What follows belongs to an exercise in optimizing a design on an open flow for small area, a short achievable clock period and few clock cycles per item; a production flow would make more cautious choices.
At most, simulation tests tie the RTL to the original design; equivalence was not proved.

==> 03-22 <==
Design pipelined_alu, start of the top module:
module pipelined_alu #(
   parameter int WIDTH   = 32,
   parameter int LATENCY = 2,
   parameter int TAG_W   = 8
) (
   input  logic             clk,
   input  logic             reset,
   input  logic             in_valid,
   output logic             in_ready,
   input  logic [WIDTH-1:0] op_a,
   input  logic [WIDTH-1:0] op_b,
   input  logic [3:0]       opcode,
   input  logic [TAG_W-1:0] in_tag,
   output logic             out_valid,
   input  logic             out_ready,
   output logic [WIDTH-1:0] result,
   output logic [TAG_W-1:0] out_tag,
   output logic             flag_z,
   output logic             flag_c,
   output logic             flag_v,
   output logic             err,
   output logic             busy
);
==> flow/config.mk <==
export PLATFORM = sky130hd
export DESIGN_NAME = pipelined_alu
export DESIGN_NICKNAME = pipelined_alu
export VERILOG_FILES = /design/flow/design.v
export SDC_FILE = /design/flow/constraint.sdc
export NUM_CORES = 4
export LEC_CHECK = 0
export CAP_MARGIN = 20
export CORE_MARGIN = 2
export CORE_UTILIZATION = 40
export SETUP_SLACK_MARGIN = 4.5
export SLEW_MARGIN = 20
export SYNTH_HIERARCHICAL = 1
==> flow/constraint.sdc <==
create_clock -name core_clock -period 10.0 [get_ports {clk}]
set_input_delay 2.0000 -clock core_clock [delete_from_list [all_inputs] [get_ports {clk}]]
set_output_delay 2.0000 -clock core_clock [all_outputs]
set_load 0.01 [all_outputs]
standard.sh (not shown) runs the stock make flow with config.mk's settings and CLKGATE_MAP_FILE= SYNTH_SCRIPT=/design/flow/synth_recipe.tcl, a recipe that flattens the netlist after the stock synthesis.
==> flow/flow/run.sh <==
#!/bin/bash
# The standard layout, with the ports buffered by buf_2 cells instead of the delay-type
# buffer that buffer_ports picks by default.
set -euo pipefail
bash standard.sh "BUFFER_PORTS_ARGS=-buffer_cell sky130_fd_sc_hd__buf_2" finish > standard_make.log 2>&1
==> inputs of 02-10, as changes to 03-22 <==
--- a/flow/design.v
+++ b/flow/design.v
@@ -857,20 +857,18 @@
    wire [31:0] tx = {t31, fa224_c, fa223_c, fa222_c, fa221_c, fa220_c, fa219_c, fa218_c, fa217_c, fa216_c, fa215_c, fa214_c, fa213_c, fa212_c, fa211_c, fa210_c, fa209_c, fa208_c, fa207_c, fa206_c, fa205_c, fa204_c, fa203_c, fa202_c, fa201_c, fa200_c, fa199_c, fa198_c, fa197_c, bn1, pp0_1, pp0_0};
    wire [31:0] ty = {fa196_c, fa225_s, fa224_s, fa223_s, fa222_s, fa221_s, fa220_s, fa219_s, fa218_s, fa217_s, fa216_s, fa215_s, fa214_s, fa213_s, fa212_s, fa211_s, fa210_s, fa209_s, fa208_s, fa207_s, fa206_s, fa205_s, fa204_s, fa203_s, fa202_s, fa201_s, fa200_s, fa199_s, fa198_s, fa197_s, 1'b0, bn0};
    wire [31:0] x1 = use_ab1 ? ma : tx;
    wire [31:0] y1 = use_ab1 ? bm : ty;
    wire et1 = !use_ab1 & (fa225_c);
-   wire [31:0] p1 = {x1[31] ^ y1[31] ^ et1, x1[30:0] ^ y1[30:0]};
-   wire [31:0] g1 = x1 & y1;
-   logic [31:0] p, g;
-   logic x31;
+   logic [31:0] x, y;
    logic [7:0]  tag2;
+   logic e31;
    logic [3:0]  op2;
    logic cin, fill;
    always_ff @(posedge clk) begin
       if (adv) begin
-         p <= p1; g <= g1; x31 <= x1[31]; tag2 <= tag1;
+         x <= x1; y <= y1; e31 <= et1; tag2 <= tag1;
          cin <= cin1;
          fill <= fill1;
          op2 <= op1;
       end
    end
@@ -891,12 +889,13 @@
    wire s_sltu = op2 == 4'd9;
    wire s_fl = op2 == 4'd0 || op2 == 4'd1;
    wire e = op2 > 4'd10;
    logic [31:0] sum;
    logic cout;
-   wire [31:0] ad_g0 = g;
-   wire [31:0] ad_p0 = p;
+   wire [31:0] xx = {x[31] ^ e31, x[30:0]};
+   wire [31:0] ad_g0 = xx & y;
+   wire [31:0] ad_p0 = xx ^ y;
    wire ad_n1_g = ad_g0[0] | (ad_p0[0] & cin);
    wire ad_n2_g = ad_g0[1] | (ad_p0[1] & ad_g0[0]);
    wire ad_n2_p = ad_p0[1] & ad_p0[0];
    wire ad_n3_g = ad_g0[2] | (ad_p0[2] & ad_g0[1]);
    wire ad_n3_p = ad_p0[2] & ad_p0[1];
@@ -1134,31 +1133,31 @@
    wire ad_n134_p = ad_n117_p & ad_n101_p;
    wire ad_n135_g = ad_n134_g | (ad_n134_p & cin);
    wire [31:0] ad_c = {ad_n133_g, ad_n132_g, ad_n131_g, ad_n130_g, ad_n129_g, ad_n128_g, ad_n127_g, ad_n126_g, ad_n125_g, ad_n124_g, ad_n123_g, ad_n122_g, ad_n121_g, ad_n120_g, ad_n119_g, ad_n118_g, ad_n100_g, ad_n99_g, ad_n98_g, ad_n97_g, ad_n96_g, ad_n95_g, ad_n94_g, ad_n93_g, ad_n67_g, ad_n66_g, ad_n65_g, ad_n64_g, ad_n34_g, ad_n33_g, ad_n1_g, cin};
    assign sum = ad_p0 ^ ad_c;
    assign cout = ad_n135_g;
-   wire same31 = !p[31];
-   wire [30:0] or30 = g[30:0] | p[30:0];
+   wire [31:0] g = x & y;
+   wire [31:0] p = xx ^ y;
    logic [31:0] sumf, res;
    always_comb begin
       for (int i = 0; i < 32; i++) begin
          sumf[i] = sum[i] ^ fill;
       end
       for (int i = 0; i < 32; i++) begin
          res[i] = (s_sum & sum[i]) | (s_rev & sumf[31-i]) | (s_g & g[i]) | (s_p & p[i]);
       end
-      res[0] = res[0] | (s_slt & (same31 ? x31 : sum[31])) | (s_sltu & !cout);
+      res[0] = res[0] | (s_slt & ((x[31] == y[31]) ? x[31] : sum[31])) | (s_sltu & !cout);
    end
    wire c2 = s_fl & (cout ^ cin);
-   wire v2f = s_fl & same31 & (sum[31] ^ x31);
+   wire v2f = s_fl & (x[31] == y[31]) & (sum[31] ^ x[31]);
    assign result = res;
    assign out_tag = tag2;
-   wire [31:0] zt = {or30, cin};
+   wire [31:0] zt = {x[30:0] | y[30:0], cin};
    wire z_sum = &(p ~^ zt);
    wire z_log = ~|((({32{s_g}} & g) | ({32{s_p}} & p)));
    wire z_ar = !(s_sum | s_rev) | (z_sum & !fill);
-   wire slt_b = same31 ? x31 : sum[31];
+   wire slt_b = (x[31] == y[31]) ? x[31] : sum[31];
    assign flag_z = z_log & z_ar & !(s_slt & slt_b) & !(s_sltu & !cout);
    assign flag_c = c2;
    assign flag_v = v2f;
    assign err = e;
 endmodule
==> flow/flow/run.sh (replaced) <==
#!/bin/bash
# The standard layout, with the ports buffered by buf_1 cells instead of the delay-type
# buffer that buffer_ports picks by default.
set -euo pipefail
bash standard.sh "BUFFER_PORTS_ARGS=-buffer_cell sky130_fd_sc_hd__buf_1" finish > standard_make.log 2>&1
==> inputs of 10-07, as changes to 03-22 <==
--- a/flow/design.v
+++ b/flow/design.v
@@ -53,38 +53,47 @@
       end
    end
    assign bm0 = ({32{is_mul}} & op_b) | ({32{is_sh}} & ohot) | ({32{use_ab0}} & (op_b ^ {32{sub_m}}));
    logic [31:0] ma;
    logic [7:0]  tag1;
-   logic [3:0]  op1;
-   logic [31:0] bm;
-   logic fill1;
+   logic [15:0] one0, two0, neg0;
+   always_comb begin
+      for (int j = 0; j < 16; j++) begin
+         logic b0, b1, b2;
+         b0 = (j == 0) ? 1'b0 : bm0[2*j-1];
+         b1 = bm0[2*j];
+         b2 = bm0[2*j+1];
+         one0[j] = b1 ^ b0;
+         two0[j] = (b2 & !b1 & !b0) | (!b2 & b1 & b0);
+         neg0[j] = b2;
+      end
+   end
+   logic [15:0] d_one, d_two, d_neg;
+   logic use_ab1, cin1, s_sum1, s_rev1, s_g1, s_p1, s_slt1, s_sltu1, s_fl1, fill1, e1;
    always_ff @(posedge clk) begin
       if (adv) begin
-         ma <= ma0; bm <= bm0; tag1 <= in_tag; op1 <= op;
+         ma <= ma0; d_one <= one0; d_two <= two0; d_neg <= neg0; tag1 <= in_tag;
+         use_ab1 <= use_ab0;
+         cin1 <= sub_m;
+         s_sum1 <= is_add | is_sub | is_mul | is_shl;
+         s_rev1 <= rsh;
+         s_g1 <= is_and | is_or;
+         s_p1 <= is_or | is_xor;
+         s_slt1 <= is_slt;
+         s_sltu1 <= is_sltu;
+         s_fl1 <= is_add | is_sub;
          fill1 <= fill0;
+         e1 <= is_ill;
+      end
+   end
+   logic [31:0] bm;
+   always_comb begin
+      for (int j = 0; j < 16; j++) begin
+         bm[2*j+1] = d_neg[j];
+         bm[2*j]   = d_one[j] ^ ((j == 0) ? 1'b0 : d_neg[j-1]);
       end
    end
-   wire use_ab1 = op1 < 4'd5 || op1 == 4'd8 || op1 == 4'd9;
-   wire cin1 = op1 == 4'd1 || op1 == 4'd8 || op1 == 4'd9;
-   logic [15:0] d_one, d_two, d_neg;
-   pipelined_alu_be u_be0 (.b2(bm[1]), .b1(bm[0]), .b0(1'b0), .one(d_one[0]), .two(d_two[0]), .neg(d_neg[0]));
-   pipelined_alu_be u_be1 (.b2(bm[3]), .b1(bm[2]), .b0(bm[1]), .one(d_one[1]), .two(d_two[1]), .neg(d_neg[1]));
-   pipelined_alu_be u_be2 (.b2(bm[5]), .b1(bm[4]), .b0(bm[3]), .one(d_one[2]), .two(d_two[2]), .neg(d_neg[2]));
-   pipelined_alu_be u_be3 (.b2(bm[7]), .b1(bm[6]), .b0(bm[5]), .one(d_one[3]), .two(d_two[3]), .neg(d_neg[3]));
-   pipelined_alu_be u_be4 (.b2(bm[9]), .b1(bm[8]), .b0(bm[7]), .one(d_one[4]), .two(d_two[4]), .neg(d_neg[4]));
-   pipelined_alu_be u_be5 (.b2(bm[11]), .b1(bm[10]), .b0(bm[9]), .one(d_one[5]), .two(d_two[5]), .neg(d_neg[5]));
-   pipelined_alu_be u_be6 (.b2(bm[13]), .b1(bm[12]), .b0(bm[11]), .one(d_one[6]), .two(d_two[6]), .neg(d_neg[6]));
-   pipelined_alu_be u_be7 (.b2(bm[15]), .b1(bm[14]), .b0(bm[13]), .one(d_one[7]), .two(d_two[7]), .neg(d_neg[7]));
-   pipelined_alu_be u_be8 (.b2(bm[17]), .b1(bm[16]), .b0(bm[15]), .one(d_one[8]), .two(d_two[8]), .neg(d_neg[8]));
-   pipelined_alu_be u_be9 (.b2(bm[19]), .b1(bm[18]), .b0(bm[17]), .one(d_one[9]), .two(d_two[9]), .neg(d_neg[9]));
-   pipelined_alu_be u_be10 (.b2(bm[21]), .b1(bm[20]), .b0(bm[19]), .one(d_one[10]), .two(d_two[10]), .neg(d_neg[10]));
-   pipelined_alu_be u_be11 (.b2(bm[23]), .b1(bm[22]), .b0(bm[21]), .one(d_one[11]), .two(d_two[11]), .neg(d_neg[11]));
-   pipelined_alu_be u_be12 (.b2(bm[25]), .b1(bm[24]), .b0(bm[23]), .one(d_one[12]), .two(d_two[12]), .neg(d_neg[12]));
-   pipelined_alu_be u_be13 (.b2(bm[27]), .b1(bm[26]), .b0(bm[25]), .one(d_one[13]), .two(d_two[13]), .neg(d_neg[13]));
-   pipelined_alu_be u_be14 (.b2(bm[29]), .b1(bm[28]), .b0(bm[27]), .one(d_one[14]), .two(d_two[14]), .neg(d_neg[14]));
-   pipelined_alu_be u_be15 (.b2(bm[31]), .b1(bm[30]), .b0(bm[29]), .one(d_one[15]), .two(d_two[15]), .neg(d_neg[15]));
    wire bo0 = d_one[0];
    wire bt0 = d_two[0];
    wire bn0 = d_neg[0];
    wire pp0_0 = (bo0 & ma[0]) ^ bn0;
    wire pp0_1 = ((bo0 & ma[1]) | (bt0 & ma[0])) ^ bn0;
@@ -857,23 +866,27 @@
    wire [31:0] tx = {t31, fa224_c, fa223_c, fa222_c, fa221_c, fa220_c, fa219_c, fa218_c, fa217_c, fa216_c, fa215_c, fa214_c, fa213_c, fa212_c, fa211_c, fa210_c, fa209_c, fa208_c, fa207_c, fa206_c, fa205_c, fa204_c, fa203_c, fa202_c, fa201_c, fa200_c, fa199_c, fa198_c, fa197_c, bn1, pp0_1, pp0_0};
    wire [31:0] ty = {fa196_c, fa225_s, fa224_s, fa223_s, fa222_s, fa221_s, fa220_s, fa219_s, fa218_s, fa217_s, fa216_s, fa215_s, fa214_s, fa213_s, fa212_s, fa211_s, fa210_s, fa209_s, fa208_s, fa207_s, fa206_s, fa205_s, fa204_s, fa203_s, fa202_s, fa201_s, fa200_s, fa199_s, fa198_s, fa197_s, 1'b0, bn0};
    wire [31:0] x1 = use_ab1 ? ma : tx;
    wire [31:0] y1 = use_ab1 ? bm : ty;
    wire et1 = !use_ab1 & (fa225_c);
-   wire [31:0] p1 = {x1[31] ^ y1[31] ^ et1, x1[30:0] ^ y1[30:0]};
-   wire [31:0] g1 = x1 & y1;
-   logic [31:0] p, g;
-   logic x31;
+   logic [31:0] x, y;
    logic [7:0]  tag2;
-   logic [3:0]  op2;
-   logic cin, fill;
+   logic e31;
+   logic cin, s_sum, s_rev, s_g, s_p, s_slt, s_sltu, s_fl, fill, e;
    always_ff @(posedge clk) begin
       if (adv) begin
-         p <= p1; g <= g1; x31 <= x1[31]; tag2 <= tag1;
+         x <= x1; y <= y1; e31 <= et1; tag2 <= tag1;
          cin <= cin1;
+         s_sum <= s_sum1;
+         s_rev <= s_rev1;
+         s_g <= s_g1;
+         s_p <= s_p1;
+         s_slt <= s_slt1;
+         s_sltu <= s_sltu1;
+         s_fl <= s_fl1;
          fill <= fill1;
-         op2 <= op1;
+         e <= e1;
       end
    end
    always_ff @(posedge clk) begin
       if (!reset) begin
          v1 <= 1'b0;
@@ -881,22 +894,15 @@
       end else if (adv) begin
          v1 <= in_valid;
          v2 <= v1;
       end
    end
-   wire s_sum = op2 == 4'd0 || op2 == 4'd1 || op2 == 4'd5 || op2 == 4'd10;
-   wire s_rev = op2 == 4'd6 || op2 == 4'd7;
-   wire s_g = op2 == 4'd2 || op2 == 4'd3;
-   wire s_p = op2 == 4'd3 || op2 == 4'd4;
-   wire s_slt = op2 == 4'd8;
-   wire s_sltu = op2 == 4'd9;
-   wire s_fl = op2 == 4'd0 || op2 == 4'd1;
-   wire e = op2 > 4'd10;
    logic [31:0] sum;
    logic cout;
-   wire [31:0] ad_g0 = g;
-   wire [31:0] ad_p0 = p;
+   wire [31:0] xx = {x[31] ^ e31, x[30:0]};
+   wire [31:0] ad_g0 = xx & y;
+   wire [31:0] ad_p0 = xx ^ y;
    wire ad_n1_g = ad_g0[0] | (ad_p0[0] & cin);
    wire ad_n2_g = ad_g0[1] | (ad_p0[1] & ad_g0[0]);
    wire ad_n2_p = ad_p0[1] & ad_p0[0];
    wire ad_n3_g = ad_g0[2] | (ad_p0[2] & ad_g0[1]);
    wire ad_n3_p = ad_p0[2] & ad_p0[1];
@@ -1134,31 +1140,31 @@
    wire ad_n134_p = ad_n117_p & ad_n101_p;
    wire ad_n135_g = ad_n134_g | (ad_n134_p & cin);
    wire [31:0] ad_c = {ad_n133_g, ad_n132_g, ad_n131_g, ad_n130_g, ad_n129_g, ad_n128_g, ad_n127_g, ad_n126_g, ad_n125_g, ad_n124_g, ad_n123_g, ad_n122_g, ad_n121_g, ad_n120_g, ad_n119_g, ad_n118_g, ad_n100_g, ad_n99_g, ad_n98_g, ad_n97_g, ad_n96_g, ad_n95_g, ad_n94_g, ad_n93_g, ad_n67_g, ad_n66_g, ad_n65_g, ad_n64_g, ad_n34_g, ad_n33_g, ad_n1_g, cin};
    assign sum = ad_p0 ^ ad_c;
    assign cout = ad_n135_g;
-   wire same31 = !p[31];
-   wire [30:0] or30 = g[30:0] | p[30:0];
+   wire [31:0] g = x & y;
+   wire [31:0] p = xx ^ y;
    logic [31:0] sumf, res;
    always_comb begin
       for (int i = 0; i < 32; i++) begin
          sumf[i] = sum[i] ^ fill;
       end
       for (int i = 0; i < 32; i++) begin
          res[i] = (s_sum & sum[i]) | (s_rev & sumf[31-i]) | (s_g & g[i]) | (s_p & p[i]);
       end
-      res[0] = res[0] | (s_slt & (same31 ? x31 : sum[31])) | (s_sltu & !cout);
+      res[0] = res[0] | (s_slt & ((x[31] == y[31]) ? x[31] : sum[31])) | (s_sltu & !cout);
    end
    wire c2 = s_fl & (cout ^ cin);
-   wire v2f = s_fl & same31 & (sum[31] ^ x31);
+   wire v2f = s_fl & (x[31] == y[31]) & (sum[31] ^ x[31]);
    assign result = res;
    assign out_tag = tag2;
-   wire [31:0] zt = {or30, cin};
+   wire [31:0] zt = {x[30:0] | y[30:0], cin};
    wire z_sum = &(p ~^ zt);
    wire z_log = ~|((({32{s_g}} & g) | ({32{s_p}} & p)));
    wire z_ar = !(s_sum | s_rev) | (z_sum & !fill);
-   wire slt_b = same31 ? x31 : sum[31];
+   wire slt_b = (x[31] == y[31]) ? x[31] : sum[31];
    assign flag_z = z_log & z_ar & !(s_slt & slt_b) & !(s_sltu & !cout);
    assign flag_c = c2;
    assign flag_v = v2f;
    assign err = e;
 endmodule
@@ -1168,10 +1174,5 @@
 endmodule
 module pipelined_alu_ha (input logic a, b, output logic s, co);
    assign s  = a ^ b;
    assign co = a & b;
 endmodule
-module pipelined_alu_be (input logic b2, b1, b0, output logic one, two, neg);
-   assign one = b1 ^ b0;
-   assign two = (b2 & !b1 & !b0) | (!b2 & b1 & b0);
-   assign neg = b2;
-endmodule
==> inputs of 07-17, as changes to 03-22 <==
--- a/flow/design.v
+++ b/flow/design.v
@@ -857,20 +857,18 @@
    wire [31:0] tx = {t31, fa224_c, fa223_c, fa222_c, fa221_c, fa220_c, fa219_c, fa218_c, fa217_c, fa216_c, fa215_c, fa214_c, fa213_c, fa212_c, fa211_c, fa210_c, fa209_c, fa208_c, fa207_c, fa206_c, fa205_c, fa204_c, fa203_c, fa202_c, fa201_c, fa200_c, fa199_c, fa198_c, fa197_c, bn1, pp0_1, pp0_0};
    wire [31:0] ty = {fa196_c, fa225_s, fa224_s, fa223_s, fa222_s, fa221_s, fa220_s, fa219_s, fa218_s, fa217_s, fa216_s, fa215_s, fa214_s, fa213_s, fa212_s, fa211_s, fa210_s, fa209_s, fa208_s, fa207_s, fa206_s, fa205_s, fa204_s, fa203_s, fa202_s, fa201_s, fa200_s, fa199_s, fa198_s, fa197_s, 1'b0, bn0};
    wire [31:0] x1 = use_ab1 ? ma : tx;
    wire [31:0] y1 = use_ab1 ? bm : ty;
    wire et1 = !use_ab1 & (fa225_c);
-   wire [31:0] p1 = {x1[31] ^ y1[31] ^ et1, x1[30:0] ^ y1[30:0]};
-   wire [31:0] g1 = x1 & y1;
-   logic [31:0] p, g;
-   logic x31;
+   logic [31:0] x, y;
    logic [7:0]  tag2;
+   logic e31;
    logic [3:0]  op2;
    logic cin, fill;
    always_ff @(posedge clk) begin
       if (adv) begin
-         p <= p1; g <= g1; x31 <= x1[31]; tag2 <= tag1;
+         x <= x1; y <= y1; e31 <= et1; tag2 <= tag1;
          cin <= cin1;
          fill <= fill1;
          op2 <= op1;
       end
    end
@@ -891,12 +889,13 @@
    wire s_sltu = op2 == 4'd9;
    wire s_fl = op2 == 4'd0 || op2 == 4'd1;
    wire e = op2 > 4'd10;
    logic [31:0] sum;
    logic cout;
-   wire [31:0] ad_g0 = g;
-   wire [31:0] ad_p0 = p;
+   wire [31:0] xx = {x[31] ^ e31, x[30:0]};
+   wire [31:0] ad_g0 = xx & y;
+   wire [31:0] ad_p0 = xx ^ y;
    wire ad_n1_g = ad_g0[0] | (ad_p0[0] & cin);
    wire ad_n2_g = ad_g0[1] | (ad_p0[1] & ad_g0[0]);
    wire ad_n2_p = ad_p0[1] & ad_p0[0];
    wire ad_n3_g = ad_g0[2] | (ad_p0[2] & ad_g0[1]);
    wire ad_n3_p = ad_p0[2] & ad_p0[1];
@@ -1134,31 +1133,31 @@
    wire ad_n134_p = ad_n117_p & ad_n101_p;
    wire ad_n135_g = ad_n134_g | (ad_n134_p & cin);
    wire [31:0] ad_c = {ad_n133_g, ad_n132_g, ad_n131_g, ad_n130_g, ad_n129_g, ad_n128_g, ad_n127_g, ad_n126_g, ad_n125_g, ad_n124_g, ad_n123_g, ad_n122_g, ad_n121_g, ad_n120_g, ad_n119_g, ad_n118_g, ad_n100_g, ad_n99_g, ad_n98_g, ad_n97_g, ad_n96_g, ad_n95_g, ad_n94_g, ad_n93_g, ad_n67_g, ad_n66_g, ad_n65_g, ad_n64_g, ad_n34_g, ad_n33_g, ad_n1_g, cin};
    assign sum = ad_p0 ^ ad_c;
    assign cout = ad_n135_g;
-   wire same31 = !p[31];
-   wire [30:0] or30 = g[30:0] | p[30:0];
+   wire [31:0] g = x & y;
+   wire [31:0] p = xx ^ y;
    logic [31:0] sumf, res;
    always_comb begin
       for (int i = 0; i < 32; i++) begin
          sumf[i] = sum[i] ^ fill;
       end
       for (int i = 0; i < 32; i++) begin
          res[i] = (s_sum & sum[i]) | (s_rev & sumf[31-i]) | (s_g & g[i]) | (s_p & p[i]);
       end
-      res[0] = res[0] | (s_slt & (same31 ? x31 : sum[31])) | (s_sltu & !cout);
+      res[0] = res[0] | (s_slt & ((x[31] == y[31]) ? x[31] : sum[31])) | (s_sltu & !cout);
    end
    wire c2 = s_fl & (cout ^ cin);
-   wire v2f = s_fl & same31 & (sum[31] ^ x31);
+   wire v2f = s_fl & (x[31] == y[31]) & (sum[31] ^ x[31]);
    assign result = res;
    assign out_tag = tag2;
-   wire [31:0] zt = {or30, cin};
+   wire [31:0] zt = {x[30:0] | y[30:0], cin};
    wire z_sum = &(p ~^ zt);
    wire z_log = ~|((({32{s_g}} & g) | ({32{s_p}} & p)));
    wire z_ar = !(s_sum | s_rev) | (z_sum & !fill);
-   wire slt_b = same31 ? x31 : sum[31];
+   wire slt_b = (x[31] == y[31]) ? x[31] : sum[31];
    assign flag_z = z_log & z_ar & !(s_slt & slt_b) & !(s_sltu & !cout);
    assign flag_c = c2;
    assign flag_v = v2f;
    assign err = e;
 endmodule
==> run summary <==
| quantity | 02-10 | 03-22 | 10-07 | 07-17 |
|---|---|---|---|---|
| Run status | timing/DRC/antenna clean | timing/DRC/antenna clean | timing/DRC/antenna clean | timing/DRC/antenna clean |
| Post-route worst hold slack | 420 ps | 417 ps | 421 ps | 420 ps |
| Seq cells post-synth | 158 | 158 | 184 | 158 |
| Number of instances in the synthesized netlist | 2073 | 2007 | 2181 | 2073 |
| R2R Setup Slk | 4680 ps | 4680 ps | 5010 ps | 4690 ps |
| Final period utilization | 53.9% | 54.4% | 54.2% | 54.5% |
| Max-Slew Margin vs Limit | 24.2% | 33.6% | 24.6% | 24.3% |
| Xor/xnor share of the synthesized area | 18.3% | 18.4% | 18.2% | 18.3% |
| Layout cells sized above 1 | 10.8% | 19.3% | 14.2% | 17.6% |
| Top metal layer carrying routed signals | met5 | met4 | met5 | met5 |
| Count of flip-flops with a built-in enable after synthesis | 156 | 156 | 182 | 156 |
| Worst path most repeated cell | - | sky130_fd_sc_hd__o2111a_2 | - | sky130_fd_sc_hd__o21ai_0 |
| Number of cells in the design after placement | 2707 | 2632 | 2824 | 2707 |
| Vias in the first global route | 16500 | 16800 | 18000 | 16600 |
| Largest net degree at the start of global routing | 73 | 69 | 85 | 72 |
| Die width | 234 um | 230 um | 239 um | 234 um |
| Global-route wire length before repair | 102000 um | 102000 um | 111000 um | 104000 um |
Testbench counts of 03-22, summed over its fixed seeds: cycles 16,016, items 16,000.
Testbench counts of 10-07, summed over its fixed seeds: cycles 16,016, items 16,000.
For 02-10 and 07-17, only the layout was checked, not whether the RTL still works.

-- port drivers added, routing unchanged --
The flow's constraints put no driver on any port. The routed layouts listed below were extracted and timed again, unchanged, in two steps. Step 1 sets driving cells, clkbuf_16 on the clock port and buf_2 on the other inputs (assumed; they add their load-dependent delay and slew). Step 2 times the ports against the registers' clock, not the clock port: input delays grow and output delays shrink by t, the midpoint of the rising clock arrivals with the driver on. Three values: no drivers, after step 1, after step 2; two values: the first two.
run | shift t [ns] | setup slack, ns | worst setup path after step 2 | worst register clock-pin slew, ns
03-22 | 0.499 | 4.561 / 4.508 / 4.676 | register to register | 0.07 / 0.07
02-10 | 0.512 | 4.605 / 4.548 / 4.681 | register to register | 0.08 / 0.08
10-07 | 0.520 | 4.581 / 4.526 / 5.009 | register to register | 0.08 / 0.08
07-17 | 0.512 | 4.546 / 4.488 / 4.686 | register to register | 0.08 / 0.08
After both steps setup and hold are still met in every run listed.
